Context: an optimization exercise on an open-source flow, tuned for small area, a short achievable clock period and few clock cycles. The choices shown serve that exercise and are no tape-out recipe.
Power is estimated from default activity; no workload was simulated.

==> module sha2_blk_unpack, before the edit <==
module sha2_blk_unpack #(
  parameter int reg_w   = sha2_pkg::REG_W,
  parameter int reg_cnt = sha2_pkg::REG_CNT,
  parameter int dec_w   = sha2_pkg::DEC_W
) (
  input  logic                     clk,
  input  logic                     rst,
  input  logic [reg_cnt*reg_w-1:0] blk,
  input  logic                     blk_vld,
  input  logic                     blk_last,
  output logic                     blk_rdy,
  output logic [reg_w-1:0]         pkt,
  output logic                     pkt_vld,
  input  logic                     pkt_rdy,
  output logic [dec_w-1:0]         idx,
  output logic                     msg_done,
  output logic                     len_err
);
  localparam int CW = reg_w - dec_w - 6;    
  logic [(reg_cnt-1)*reg_w-1:0] buf_q;      
  logic                         ld, ld_n;   
  logic                         ld_d;
  logic [dec_w-1:0]             lst;        
  logic                         fin;        
  logic [CW-1:0]                bcnt;       
  logic [CW-1:0]                bc_t;       
  logic                         vq, okq;    
  logic                         rb_q, rb_ok;    
  logic                         chk_ok;
  logic [dec_w-1:0]             chk_p;
  logic                         take, acc, imm, ra, rb;
  sha2_pad_chk #(.reg_w(reg_w), .reg_cnt(reg_cnt), .dec_w(dec_w)) u_chk (
    .blk  (blk),
    .bcnt (bcnt),
    .ok   (chk_ok),
    .p    (chk_p)
  );
  assign blk_rdy = !rst && pkt_rdy && ld;
  assign pkt_vld = vq && okq;
  assign acc     = blk_vld && blk_rdy;
  assign take    = pkt_vld && pkt_rdy;
  assign imm     = blk_last && !(chk_ok && chk_p != '0);    
  assign ra      = take && ld && fin;                       
  assign rb      = acc && imm;                              
  logic [reg_cnt-1:1] nx, nx_d;              
  always_ff @(posedge clk) nx <= nx_d;
  always_comb begin
    bc_t[0] = 1'b1;
    for (int i = 1; i < CW; i++) bc_t[i] = bc_t[i-1] & bcnt[i-1];
  end
  logic [reg_w-1:0] pkt_d;
  logic             s_hold, s_blk;
  logic [reg_cnt-1:1] s_buf;
  always_comb begin
    s_hold = !pkt_rdy;
    s_blk  = pkt_rdy && ld;
    for (int k = 1; k < reg_cnt; k++) s_buf[k] = pkt_rdy && nx[k];
    pkt_d = ({reg_w{s_hold}} & pkt) | ({reg_w{s_blk}} & blk[0 +: reg_w]);
    for (int k = 1; k < reg_cnt; k++)
      pkt_d = pkt_d | ({reg_w{s_buf[k]}} & buf_q[(k-1)*reg_w +: reg_w]);
  end
  always_comb begin
    if (rst) ld_d = 1'b1;
    else if (acc) ld_d = blk_last && chk_p <= dec_w'(1);    
    else if (take && !ld) ld_d = idx == lst - dec_w'(1);
    else ld_d = ld || !pkt_vld;
  end
  logic [dec_w-1:0] idx_d;
  always_comb begin
    idx_d = idx;
    if (acc) idx_d = '0;
    else if (take && !ld) idx_d = idx + 1'b1;
    for (int k = 1; k < reg_cnt; k++) nx_d[k] = !ld_d && idx_d == dec_w'(k-1);
  end
  always_ff @(posedge clk) begin
    pkt <= pkt_d;
    for (int k = 1; k < reg_cnt; k++)
      buf_q[(k-1)*reg_w +: reg_w] <= (({reg_w{ld}} & blk[k*reg_w +: reg_w]) |
                                      ({reg_w{ld_n}} & buf_q[(k-1)*reg_w +: reg_w]));
    ld   <= ld_d;
    ld_n <= !ld_d;
    rb_ok <= chk_ok;
    if (acc) okq <= !blk_last || chk_ok;
    if (acc) begin
      idx <= '0;
      lst <= blk_last ? chk_p - dec_w'(1) : dec_w'(reg_cnt-1);
      fin <= blk_last;
    end else if (take && !ld) begin
      idx <= idx + 1'b1;
    end
    if (rst) begin
      vq       <= 1'b0;
      msg_done <= 1'b0;
      len_err  <= 1'b0;
      rb_q     <= 1'b0;
      bcnt     <= '0;
    end else begin
      if (acc) vq <= !(blk_last && chk_p == '0);
      else if (take && ld) vq <= 1'b0;
      bcnt <= (acc && blk_last) ? '0 : bcnt ^ (bc_t & {CW{acc}});
      rb_q     <= rb;
      msg_done <= ra || (rb_q && rb_ok);
      len_err  <= rb_q && !rb_ok;
    end
  end
endmodule
==> flow/config.mk <==
export PLATFORM = sky130hd
export DESIGN_NAME = sha2_blk_unpack
export DESIGN_NICKNAME = sha2_blk_unpack
export VERILOG_FILES = /design/flow/design.v
export SDC_FILE = /design/flow/constraint.sdc
export NUM_CORES = 4
export LEC_CHECK = 0
export CAP_MARGIN = 20
export CORE_MARGIN = 2
export CORE_UTILIZATION = 50
export PLACE_DENSITY = 0.65
export SETUP_SLACK_MARGIN = 3.4
export SLEW_MARGIN = 20
==> flow/constraint.sdc <==
create_clock -name core_clock -period 6.0 [get_ports {clk}]
set_input_delay 1.2000 -clock core_clock [delete_from_list [all_inputs] [get_ports {clk}]]
set_output_delay 1.2000 -clock core_clock [all_outputs]
set_load 0.01 [all_outputs]
standard.sh (not shown) runs the stock make flow with config.mk's settings and CLKGATE_MAP_FILE= SYNTH_SCRIPT=/design/flow/synth_recipe.tcl, a recipe that flattens the netlist after the stock synthesis.
==> flow/flow/run.sh <==
#!/bin/bash
# The standard layout with three changes to how it is made:
#  - the port buffers are the smallest buffer cell instead of the flow's default delay buffer;
#  - the clock tree uses smaller buffers in larger clusters, without dummy loads;
#  - the pins of the one input-to-output path (rst, pkt_rdy -> blk_rdy) are placed side by side.
# Each tool's output goes to its own log in the work folder.
set -euo pipefail
export BUFFER_PORTS_ARGS="-buffer_cell sky130_fd_sc_hd__buf_1"
export CTS_ARGS="-sink_clustering_enable -repair_clock_nets -dont_use_dummy_load -buf_list {sky130_fd_sc_hd__clkbuf_4 sky130_fd_sc_hd__clkbuf_8} -sink_clustering_size 16 -sink_clustering_max_diameter 60"
export PRE_IO_PLACEMENT_TCL="$(pwd)/flow/io_pins.tcl"
bash standard.sh finish > standard_make.log 2>&1
==> flow/flow/io_pins.tcl <==
# Keep the pins of the combinational path rst/pkt_rdy -> blk_rdy next to each other.
set_io_pin_constraint -group -order -pin_names {pkt_rdy rst blk_rdy}
==> next run, changes <==
--- a/flow/design.v
+++ b/flow/design.v
@@ -77,7 +77,7 @@
   );
   assign blk_rdy = !rst && pkt_rdy && ld;
   assign pkt_vld = vq && okq;
-  assign acc     = blk_vld && blk_rdy;
+  assign acc     = blk_vld && pkt_rdy && ld;
   assign take    = pkt_vld && pkt_rdy;
   assign imm     = blk_last && !(chk_ok && chk_p != '0);    
   assign ra      = take && ld && fin;                       
@@ -85,8 +85,10 @@
   logic [reg_cnt-1:1] nx, nx_d;              
   always_ff @(posedge clk) nx <= nx_d;
   always_comb begin
-    bc_t[0] = 1'b1;
-    for (int i = 1; i < CW; i++) bc_t[i] = bc_t[i-1] & bcnt[i-1];
+    for (int i = 0; i < CW; i++) begin
+      bc_t[i] = 1'b1;
+      for (int j = 0; j < i; j++) bc_t[i] = bc_t[i] & bcnt[j];
+    end
   end
   logic [reg_w-1:0] pkt_d;
   logic             s_hold, s_blk;
Design area is lower slightly.
Global-route usage is higher by 2.3 points.
Synthesized cell count is higher slightly.
Via count is higher slightly.
Final cell count is about the same.
Combinational power is higher by about a fifth.
Setup slack improves by 0.039 ns.
Routed wire length is higher by a few percent.
Critical path depth is lower by 4.
No functional check of the RTL was part of any run of this note.

==> static timing again, ports no longer ideal <==
Ports are ideal in the flow. The routed layouts listed here were re-timed in OpenROAD. Step 1: set_driving_cell puts a clkbuf_16 on clk and a buf_2 on each other input, an assumption about the parent block. Step 2 adds t to the input delays and takes it off the output delays; t is the mean of the earliest and latest rising clock arrival at the registers after step 1. Input paths then give back, and output paths get back, about the clock's delay inside the block. Three values: ideal, step 1, step 2; two values: the first two.
run | shift t [ns] | slack for setup (ns) | pins driven straight from the clock port
the first run | 0.708 | 3.109 / 3.070 / 2.407 | 1
the second run | 0.716 | 3.148 / 3.099 / 2.469 | 1
After both steps setup and hold are still met in every run listed. For the first run, which loses most, drivers alone change the setup slack by -0.039 ns; drivers and shift together by -0.702 ns.
